Source: an optimization exercise on an open RTL-to-GDS flow (aim: small area, a short achievable clock period and few clock cycles). Production flows keep margins and buffers that such runs may drop.
Function was checked by simulation only, so behaviour that the tests miss may differ from the original.
Power is estimated from default activity; no workload was simulated.

<file path="design/flow/design.v">
`timescale 1ns/1ps
package isaPkg;
  typedef enum logic [5:0] {
    opRType = 6'b000000,
    opJ     = 6'b000010,
    opJal   = 6'b000011,
    opAddi  = 6'b001000,
    opAddiu = 6'b001001,
    opSlti  = 6'b001010,
    opLui   = 6'b001111
  } opcodeT;
  typedef enum logic [5:0] {
    fnAdd = 6'b100000,
    fnSub = 6'b100010,
    fnAnd = 6'b100100,
    fnSlt = 6'b101010
  } functT;
  typedef enum logic [2:0] {
    aluAdd,
    aluSub,
    aluAnd,
    aluSlt,
    aluPassImm
  } aluOpT;
  typedef struct packed {
    logic [4:0]           rs;
    logic [4:0]           rt;
    logic [4:0]           rd;
    logic [32-1:0] imm;
    logic [25:0]          target;
    aluOpT                aluOp;
    logic                 useImm;
    logic                 trapsOverflow;
    logic                 isJump;
    logic                 isLink;
    logic                 writesReg;
    logic                 illegal;
  } decodedT;
endpackage
`timescale 1ns/1ps
package ctrlPkg;
  typedef enum logic [2:0] {
    stFetch,
    stDecode,
    stExecute,
    stWriteback,
    stException
  } stateT;
  typedef enum logic [1:0] {
    pcNext,
    pcJump,
    pcVector
  } pcSelT;
  typedef enum logic {
    wbAlu,
    wbLink
  } wbSelT;
  typedef enum logic [1:0] {
    excNone,
    excOverflow,
    excIllegal
  } excCauseT;
endpackage
`timescale 1ns/1ps
module controlFsm (
  input  logic              clk,
  input  logic              reset,
  input  logic              instrValid,
  input  isaPkg::decodedT   decoded,
  input  logic              overflow,
  output logic              irWrite,
  output logic              pcWrite,
  output ctrlPkg::pcSelT    pcSel,
  output logic              epcWrite,
  output logic              operandWrite,
  output logic              resultWrite,
  output logic              regWrite,
  output ctrlPkg::wbSelT    wbSel,
  output logic              instrReady,
  output logic              wbValid,
  output logic              excValid,
  output ctrlPkg::excCauseT excCause
);
  ctrlPkg::stateT state;
  ctrlPkg::stateT stateNext;
  always_ff @(posedge clk) begin
    if (reset) begin
      state <= ctrlPkg::stFetch;
    end else begin
      state <= stateNext;
    end
  end
  always_comb begin
    stateNext         = state;
    irWrite      = 1'b0;
    pcWrite      = 1'b0;
    pcSel        = ctrlPkg::pcNext;
    epcWrite     = 1'b0;
    operandWrite = 1'b0;
    resultWrite  = 1'b0;
    regWrite     = 1'b0;
    wbSel        = decoded.isLink ? ctrlPkg::wbLink : ctrlPkg::wbAlu;
    instrReady        = 1'b0;
    wbValid           = 1'b0;
    excValid          = 1'b0;
    excCause          = ctrlPkg::excNone;
    case (state)
      ctrlPkg::stFetch: begin
        instrReady = 1'b1;
        if (instrValid) begin
          irWrite = 1'b1;
          pcWrite = 1'b1;
          stateNext    = ctrlPkg::stDecode;
        end
      end
      ctrlPkg::stDecode: begin
        operandWrite = 1'b1;
        stateNext = decoded.illegal ? ctrlPkg::stException : ctrlPkg::stExecute;
      end
      ctrlPkg::stExecute: begin
        resultWrite = 1'b1;
        stateNext        = ctrlPkg::stWriteback;
      end
      ctrlPkg::stWriteback: begin
        if (overflow) begin
          stateNext = ctrlPkg::stException;
        end else begin
          wbValid       = 1'b1;
          regWrite = decoded.writesReg;
          pcWrite  = decoded.isJump;
          pcSel    = ctrlPkg::pcJump;
          stateNext     = ctrlPkg::stFetch;
        end
      end
      ctrlPkg::stException: begin
        excValid      = 1'b1;
        excCause      = decoded.illegal ? ctrlPkg::excIllegal : ctrlPkg::excOverflow;
        epcWrite = 1'b1;
        pcWrite  = 1'b1;
        pcSel    = ctrlPkg::pcVector;
        stateNext     = ctrlPkg::stFetch;
      end
      default: stateNext = ctrlPkg::stFetch;
    endcase
  end
endmodule
`timescale 1ns/1ps
module pcUnit (
  input  logic                 clk,
  input  logic                 reset,
  input  logic                 pcWrite,
  input  ctrlPkg::pcSelT       pcSel,
  input  logic                 epcWrite,
  input  isaPkg::decodedT      decoded,
  output logic [32-1:0] pc,
  output logic [32-1:0] epc
);
  logic [32-1:0] pcNextVal;
  always_comb begin
    case (pcSel)
      ctrlPkg::pcJump: begin
        pcNextVal = {pc[32-1:32-4], decoded.target, 2'b00};
      end
      ctrlPkg::pcVector: begin
        pcNextVal = 32'h8000_0180;
      end
      default: begin
        pcNextVal = pc + 32'(4);
      end
    endcase
  end
  always_ff @(posedge clk) begin
    if (reset) begin
      pc  <= 32'h0000_0000;
      epc <= '0;
    end else begin
      if (pcWrite) begin
        pc <= pcNextVal;
      end
      if (epcWrite) begin
        epc <= pc - 32'(4);
      end
    end
  end
endmodule
`timescale 1ns/1ps
module instrDecoder (
  input  logic                 clk,
  input  logic                 reset,
  input  logic                 irWrite,
  input  logic [32-1:0] instr,
  output isaPkg::decodedT      decoded
);
  logic [32-1:0] instrReg;
  always_ff @(posedge clk) begin
    if (reset) begin
      instrReg <= '0;
    end else if (irWrite) begin
      instrReg <= instr;
    end
  end
  always_comb begin
    decoded               = '0;
    decoded.rs            = instrReg[25:21];
    decoded.rt            = instrReg[20:16];
    decoded.rd            = instrReg[15:11];
    decoded.imm           = {{(32-16){instrReg[15]}}, instrReg[15:0]};
    decoded.target        = instrReg[25:0];
    decoded.aluOp         = isaPkg::aluAdd;
    case (instrReg[31:26])
      isaPkg::opRType: begin
        decoded.writesReg = 1'b1;
        case (instrReg[5:0])
          isaPkg::fnAdd: decoded.trapsOverflow = 1'b1;
          isaPkg::fnSub: begin
            decoded.aluOp         = isaPkg::aluSub;
            decoded.trapsOverflow = 1'b1;
          end
          isaPkg::fnAnd: decoded.aluOp = isaPkg::aluAnd;
          isaPkg::fnSlt: decoded.aluOp = isaPkg::aluSlt;
          default: begin
            decoded.writesReg = 1'b0;
            decoded.illegal   = 1'b1;
          end
        endcase
      end
      isaPkg::opAddi, isaPkg::opAddiu, isaPkg::opSlti, isaPkg::opLui: begin
        decoded.rd            = instrReg[20:16];
        decoded.useImm        = 1'b1;
        decoded.writesReg     = 1'b1;
        decoded.trapsOverflow = (instrReg[31:26] == isaPkg::opAddi);
        if (instrReg[31:26] == isaPkg::opSlti) begin
          decoded.aluOp = isaPkg::aluSlt;
        end else if (instrReg[31:26] == isaPkg::opLui) begin
          decoded.aluOp = isaPkg::aluPassImm;
        end
      end
      isaPkg::opJ: begin
        decoded.rd     = '0;
        decoded.isJump = 1'b1;
      end
      isaPkg::opJal: begin
        decoded.rd        = 5'(31);
        decoded.isJump    = 1'b1;
        decoded.isLink    = 1'b1;
        decoded.writesReg = 1'b1;
      end
      default: decoded.illegal = 1'b1;
    endcase
  end
endmodule
`timescale 1ns/1ps
module regFile (
  input  logic                 clk,
  input  logic                 reset,
  input  logic                 regWrite,
  input  ctrlPkg::wbSelT       wbSel,
  input  isaPkg::decodedT      decoded,
  input  logic [32-1:0] result,
  input  logic [32-1:0] pc,
  output logic [32-1:0] rsData,
  output logic [32-1:0] rtData,
  output logic [32-1:0] wbData
);
  logic [32-1:0] regs [32];
  assign wbData = (wbSel == ctrlPkg::wbLink) ? pc : result;
  assign rsData = regs[decoded.rs];
  assign rtData = regs[decoded.rt];
  always_ff @(posedge clk) begin
    if (reset) begin
      for (int i = 0; i < 32; i++) begin
        regs[i] <= '0;
      end
    end else if (regWrite && (decoded.rd != '0)) begin
      regs[decoded.rd] <= wbData;
    end
  end
endmodule
`timescale 1ns/1ps
module execUnit (
  input  logic                 clk,
  input  logic                 reset,
  input  logic                 operandWrite,
  input  logic                 resultWrite,
  input  isaPkg::decodedT      decoded,
  input  logic [32-1:0] rsData,
  input  logic [32-1:0] rtData,
  output logic [32-1:0] result,
  output logic                 overflow
);
  localparam int msb = 32 - 1;
  logic [32-1:0] aReg;
  logic [32-1:0] bReg;
  logic [32-1:0] opB;
  logic [32-1:0] aluOut;
  logic                 aluOvf;
  assign opB = decoded.useImm ? decoded.imm : bReg;
  always_comb begin
    aluOvf = 1'b0;
    case (decoded.aluOp)
      isaPkg::aluAdd: begin
        aluOut = aReg + opB;
        aluOvf = (aReg[msb] == opB[msb]) && (aluOut[msb] != aReg[msb]);
      end
      isaPkg::aluSub: begin
        aluOut = aReg - opB;
        aluOvf = (aReg[msb] != opB[msb]) && (aluOut[msb] != aReg[msb]);
      end
      isaPkg::aluAnd: aluOut = aReg & opB;
      isaPkg::aluSlt: aluOut = 32'($signed(aReg) < $signed(opB));
      isaPkg::aluPassImm: aluOut = opB << 16;
      default: aluOut = '0;
    endcase
  end
  always_ff @(posedge clk) begin
    if (operandWrite) begin
      aReg <= rsData;
      bReg <= rtData;
    end
    if (resultWrite) begin
      result <= aluOut;
    end
  end
  always_ff @(posedge clk) begin
    if (reset) begin
      overflow <= 1'b0;
    end else if (resultWrite) begin
      overflow <= aluOvf && decoded.trapsOverflow;
    end
  end
endmodule
`timescale 1ns/1ps
module cpuTop (
  input  logic                 clk,
  input  logic                 reset,
  input  logic                 instrValid,
  input  logic [32-1:0] instr,
  output logic                 instrReady,
  output logic                 wbValid,
  output logic [4:0]           wbReg,
  output logic [32-1:0] wbData,
  output logic                 excValid,
  output logic [1:0]           excCause,
  output logic [32-1:0] epc,
  output logic [32-1:0] pc
);
  isaPkg::decodedT      decoded;
  logic                 overflow;
  logic [32-1:0] result;
  logic [32-1:0] rsData;
  logic [32-1:0] rtData;
  logic                 irWrite;
  logic                 pcWrite;
  ctrlPkg::pcSelT       pcSel;
  logic                 epcWrite;
  logic                 operandWrite;
  logic                 resultWrite;
  logic                 regWrite;
  ctrlPkg::wbSelT       wbSel;
  ctrlPkg::excCauseT    excCauseEnum;
  assign excCause = excCauseEnum;
  assign wbReg = decoded.rd;
  controlFsm controlFsmInst (
    .clk(clk), .reset(reset), .instrValid(instrValid), .decoded(decoded),
    .overflow(overflow), .irWrite(irWrite), .pcWrite(pcWrite), .pcSel(pcSel), .epcWrite(epcWrite),
    .operandWrite(operandWrite), .resultWrite(resultWrite), .regWrite(regWrite),
    .wbSel(wbSel), .instrReady(instrReady),
    .wbValid(wbValid), .excValid(excValid), .excCause(excCauseEnum)
  );
  pcUnit pcUnitInst (
    .clk(clk), .reset(reset), .pcWrite(pcWrite), .pcSel(pcSel), .epcWrite(epcWrite), .decoded(decoded),
    .pc(pc), .epc(epc)
  );
  instrDecoder instrDecoderInst (
    .clk(clk), .reset(reset), .irWrite(irWrite), .instr(instr),
    .decoded(decoded)
  );
  regFile regFileInst (
    .clk(clk), .reset(reset), .regWrite(regWrite), .wbSel(wbSel), .decoded(decoded),
    .result(result), .pc(pc), .rsData(rsData), .rtData(rtData), .wbData(wbData)
  );
  execUnit execUnitInst (
    .clk(clk), .reset(reset), .operandWrite(operandWrite), .resultWrite(resultWrite), .decoded(decoded),
    .rsData(rsData), .rtData(rtData), .result(result), .overflow(overflow)
  );
endmodule
</file>
<file path="design/flow/config.mk">
export PLATFORM = sky130hd
export DESIGN_NAME = cpuTop
export DESIGN_NICKNAME = cpuTop
export VERILOG_FILES = /design/flow/design.v
export SDC_FILE = /design/flow/constraint.sdc
export NUM_CORES = 4
export LEC_CHECK = 0
export CAP_MARGIN = 20
export CORE_MARGIN = 2
export CORE_UTILIZATION = 40
export SLEW_MARGIN = 20
</file>
<file path="design/flow/constraint.sdc">
create_clock -name core_clock -period 10.0 [get_ports {clk}]
set_input_delay 2.0000 -clock core_clock [delete_from_list [all_inputs] [get_ports {clk}]]
set_output_delay 2.0000 -clock core_clock [all_outputs]
set_load 0.01 [all_outputs]
</file>
<file path="design/flow/run.sh">
#!/bin/bash
# synth_recipe.tcl (not shown) runs the flow's synth.tcl, then flattens the netlist and writes it again
# the make line also repeats each setting of config.mk as NAME=value (left out here)
make -C /OpenROAD-flow-scripts/flow DESIGN_CONFIG=/design/flow/config.mk WORK_HOME=/design/flow/orfs CLKGATE_MAP_FILE= SYNTH_SCRIPT=/design/flow/synth_recipe.tcl finish
</file>
==> qor.yml <==
clocking:
  clk_latency_ns: 0.78
  cts_setup_buffers: 0
  clk_path_buf_depth: 3
  cts_buffers: 133
  hold_buffers: 0
  clock-sinks: 1216
  clkTransAtPathRegs_ns: 0.06
  cts-root-buf: "clkbuf_16"
  post_cts_resize_count: 0
  htreeDepth: 4
  cts_tree: "built"
power_and_ir_drop:
  pwr-share-seq_pct: 46.1
  switching_share_pct: 27.1
  pwr-share-clk_pct: 38.0
  finalPower_mw: 12.9
  p_switching_mw: 3.49
  p_int_mw: 9.38
  p_leak_nw: 25.1
  vdd_drop_max_uv: 182
  power_density_nw_per_um2: 178
  p_comb_share_pct: 15.8
yosys:
  synth-main-ff-cell: "edfxtp_1"
  ys_warn_count: 5
  synth_seq_cells: 1216
  async_reset_ff_share_pct: 0
  seq_area_frac_synth_pct: 55.3
  syn-cell-area_um2: 64300
  yosysUniqueCellTypes: 84
  synth.avg_cell_area_um2: 13.7
  synth_edf_count: 1120
  netlist_instances: 4697
floorplanning:
  die-area_um2: 164000
  initial_core_util_pct: 40.2
  num_rows: 147
  die_h_um: 405
  die_w_um: 405
  io_pins: 141
  core_area_um2: 160000
routing:
  first_pass_iters: 8
  final_antenna_net_count: 0
  drt-total-wl_mm: 222
  viasPerCell: 6.38
  drt_iter0_drc: 6926
  drc_errors: 0
  wl_per_cell_um: 32.5
  vias: 43600
setup_path:
  cp-endpoint: "wbData[10]"
  cp_data_required_time_ns: 8.00
  cp-start-kind: "flip-flop"
  crit_type: "reg2out"
  worstSetupEndpointType: "output port"
  rr_endpoint: "regFileInst.regs[27][13]$_SDFFCE_PN0P_"
  crit_start: "instrDecoderInst.instrReg[29]$_SDFFE_PP0P_"
  r2r_slack_ns: 4.72
  worstPathArrival_ns: 4.10
  r2r-start: "instrDecoderInst.instrReg[29]$_SDFFE_PP0P_"
  r2r_cells: 10
  worst-path-max-fanout: 32
grt:
  grt_antenna_before_repair: 15
  grt_max_degree: 132
  grt-ovfl-total: 0
  grt_pass1_vias: 41400
  grtUsageTotal_pct: 27.1
  grt_first_pass_wirelength_mm: 316
sta:
  finClkSkew_ns: 0.0413
  hold-worst-slack_ns: 0.477
  finalHoldViolCount: 0
  fin_crit_ns: 6.10
  relSlewSlack_pct: 26.3
  finalSetupViolCount: 0
  slew_viol_final: 0
  rsz0062_at_grt: "false"
  fmax_ghz: 0.164
  tightest_slew_ns: 1.11
  fin_crit_sh_pct: 61.0
  fin_setup_tns_ns: 0
place:
  gp_congestion: 1.03
  dp_hpwl_mm: 146
  portBuffers: 136
min_path:
  hp-class: "reg2reg"
run_status:
  status: "finished clean"
layout:
  drive_gt1_share_pct: 23.5
  layout.nets: 4752
  syn2layout_area_growth_pct: 12.4
job:
  cap_viol_max_count: 0
## registers in the layout (all words and copies together), names as in the netlist
| name | flops |
|---|---|
| controlFsmInst.state | 3 |
| execUnitInst.overflow | 1 |
| pcUnitInst.pc | 30 |
| instrDecoderInst.instrReg | 32 |
| execUnitInst.aReg | 32 |
| execUnitInst.result | 32 |
| execUnitInst.bReg | 32 |
| regFileInst.regs | 1024 |
| pcUnitInst.epc | 30 |
## worst min path at each step
stage	from	endpoint	depth (start not counted)
2_1_floorplan	instrDecoderInst.instrReg[31]$_SDFFE_PP0P_	instrDecoderInst.instrReg[31]$_SDFFE_PP0P_	2
3_3_place_gp	instrDecoderInst.instrReg[30]$_SDFFE_PP0P_	instrDecoderInst.instrReg[30]$_SDFFE_PP0P_	2
3_5_place_dp	instrDecoderInst.instrReg[31]$_SDFFE_PP0P_	instrDecoderInst.instrReg[31]$_SDFFE_PP0P_	2
4_1_cts	instrDecoderInst.instrReg[31]$_SDFFE_PP0P_	instrDecoderInst.instrReg[31]$_SDFFE_PP0P_	2
5_1_grt	instrDecoderInst.instrReg[31]$_SDFFE_PP0P_	instrDecoderInst.instrReg[31]$_SDFFE_PP0P_	2
6_report	instrDecoderInst.instrReg[31]$_SDFFE_PP0P_	instrDecoderInst.instrReg[31]$_SDFFE_PP0P_	2
## layer usage
| layer | GRT usage (%) | part of all wire [%] |
|---|---|---|
| met1 | 39.2 | 40 |
| met2 | 38.1 | 43 |
| met3 | 8.06 | 13 |
| met4 | 10.8 | 4.4 |
| met5 | 0 | 0.017 |
## area by class of cell
class                      count  area [um2]
antenna                        3        7.51
clock buffer                 164        3550
clock inverter                74         668
fill                       14200       87700
inverter                     122         458
multi-input combinational   2928       27200
sequential                  1216       35600
tap                         2086        2610
timing repair buffer         240        2210
## cell usage in the layout, fill, tap and decap left out, drive strengths merged, types with 14 or more instances in the layout
master	netlist	final
inv	121	129
clkinv	1	56
o21ai	74	74
clkbuf	387	164
conb	1	36
or3	20	20
a221o	21	21
a21o	36	36
edfxtp	1120	1120
mux2	64	64
a22oi	18	18
nor3	45	45
mux2i	40	40
nand2	192	192
nand4	18	18
a211oi	37	37
ha	74	74
a221oi	16	16
clkdlybuf4s50	0	135
dfxtp	96	96
xnor2	24	24
nor2	1137	1137
buf	79	105
nand3	25	25
a21oi	132	132
nand2b	49	49
o211ai	15	15
o221ai	14	14
mux4	640	640
o21bai	15	15
## kinds of logic (layout without fill, tap and decap cells)
logic type	after synthesis	after routing	synth area share [%]
compound gates	477	477	5.05
xor+xnor	37	37	0.504
other cells	1	39	0.00583
mux	744	744	24.2
fa+ha+maj	76	76	1.50
buf+inv	588	600	3.51
simple gates	1558	1558	9.94
flops	1216	1216	55.3
## worst max-delay path: stages, from the launching register on
cell and delay [ns]:
dfxtp_1 0.42, or3_4 0.19, or3_4 0.37, buf_4 0.72, mux2i_4 0.34, buf_4 0.57, inv_1 0.17, clkdlybuf4s50_1 0.52
## stage by stage
step | cells | area [um2] | setup WS [ns] | utilization, %
global placement | 6592 | 68000 | 4.56 | 42.5
global route | 6830 | 72300 | 3.80 | 45.2
detailed placement | 6592 | 68000 | 4.49 | 42.5
floorplan | 4732 | 64400 | 5.24 | -
finish | 6833 | 72300 | 3.90 | 45.2
CTS | 6830 | 72300 | 3.88 | 45.2
## power by group through the flow
| stage | sequential [mW] | combinational (mW) | clock [mW] |
|---|---|---|---|
| final | 5.93 | 2.04 | 4.90 |
| after CTS | 5.93 | 2.00 | 4.93 |
| after global routing | 5.95 | 2.13 | 5.14 |
| after global placement | 6.03 | 1.99 | 0 |
| after detailed placement | 6.04 | 1.99 | 0 |
| after floorplan | 5.94 | 1.30 | 0 |
## cells in the mapped netlist (all sizes together) (6+ instances only)
cell | n | area (um2)
a221oi | 16 | 140
inv | 121 | 454
ha | 74 | 926
a21o | 36 | 270
nand2 | 192 | 721
nand3 | 25 | 125
or2 | 7 | 43.8
a22oi | 18 | 135
nor3 | 45 | 230
xor2 | 13 | 114
clkbuf | 387 | 1450
or4 | 7 | 56.3
a31oi | 8 | 50.1
o21bai | 15 | 113
nor4 | 9 | 56.3
o211ai | 15 | 118
or3 | 20 | 130
and2 | 13 | 81.3
and3 | 9 | 56.3
edfxtp | 1120 | 33600
dfxtp | 96 | 1920
o31ai | 12 | 95.1
mux2 | 64 | 721
a311oi | 9 | 78.8
nor2b | 11 | 68.8
a22o | 8 | 70.1
a211oi | 37 | 278
nand4 | 18 | 113
mux4 | 640 | 14400
o221ai | 14 | 123
xnor2 | 24 | 210
buf | 79 | 348
a221o | 21 | 210
o22ai | 9 | 56.3
o21ai | 74 | 370
nand2b | 49 | 307
o21a | 6 | 45.0
nor2 | 1137 | 4270
mux2i | 40 | 400
a21oi | 132 | 661
Testbench counts, summed over its fixed seeds: cycles 93,321.

## static timing again, ports no longer ideal
Ports are ideal in the flow. The routed layout listed here was re-timed in OpenROAD. Step 1 (the two cells are an assumption about what drives the block):
set clk [get_ports {clk}]
set_driving_cell -lib_cell sky130_fd_sc_hd__clkbuf_16 $clk
set_driving_cell -lib_cell sky130_fd_sc_hd__buf_2 [delete_from_list [all_inputs] $clk]
Step 2 times the ports against the registers' clock, not the clock port: input delays grow and output delays shrink by t, the midpoint of the rising clock arrivals with the driver on. Slacks: ideal / step 1 / step 2; pairs: ideal / step 1.
shift t [ns]: 0.841
setup WS [ns]: 3.898 / 3.817 / 4.336
hold WS [ns]: 0.477 / 0.477 / 0.477
worst register clock-pin slew, ns: 0.07 / 0.07
After both steps setup and hold are still met in this run. The setup slack of this run moves by -0.081 ns with the drivers and by +0.438 ns with both steps.
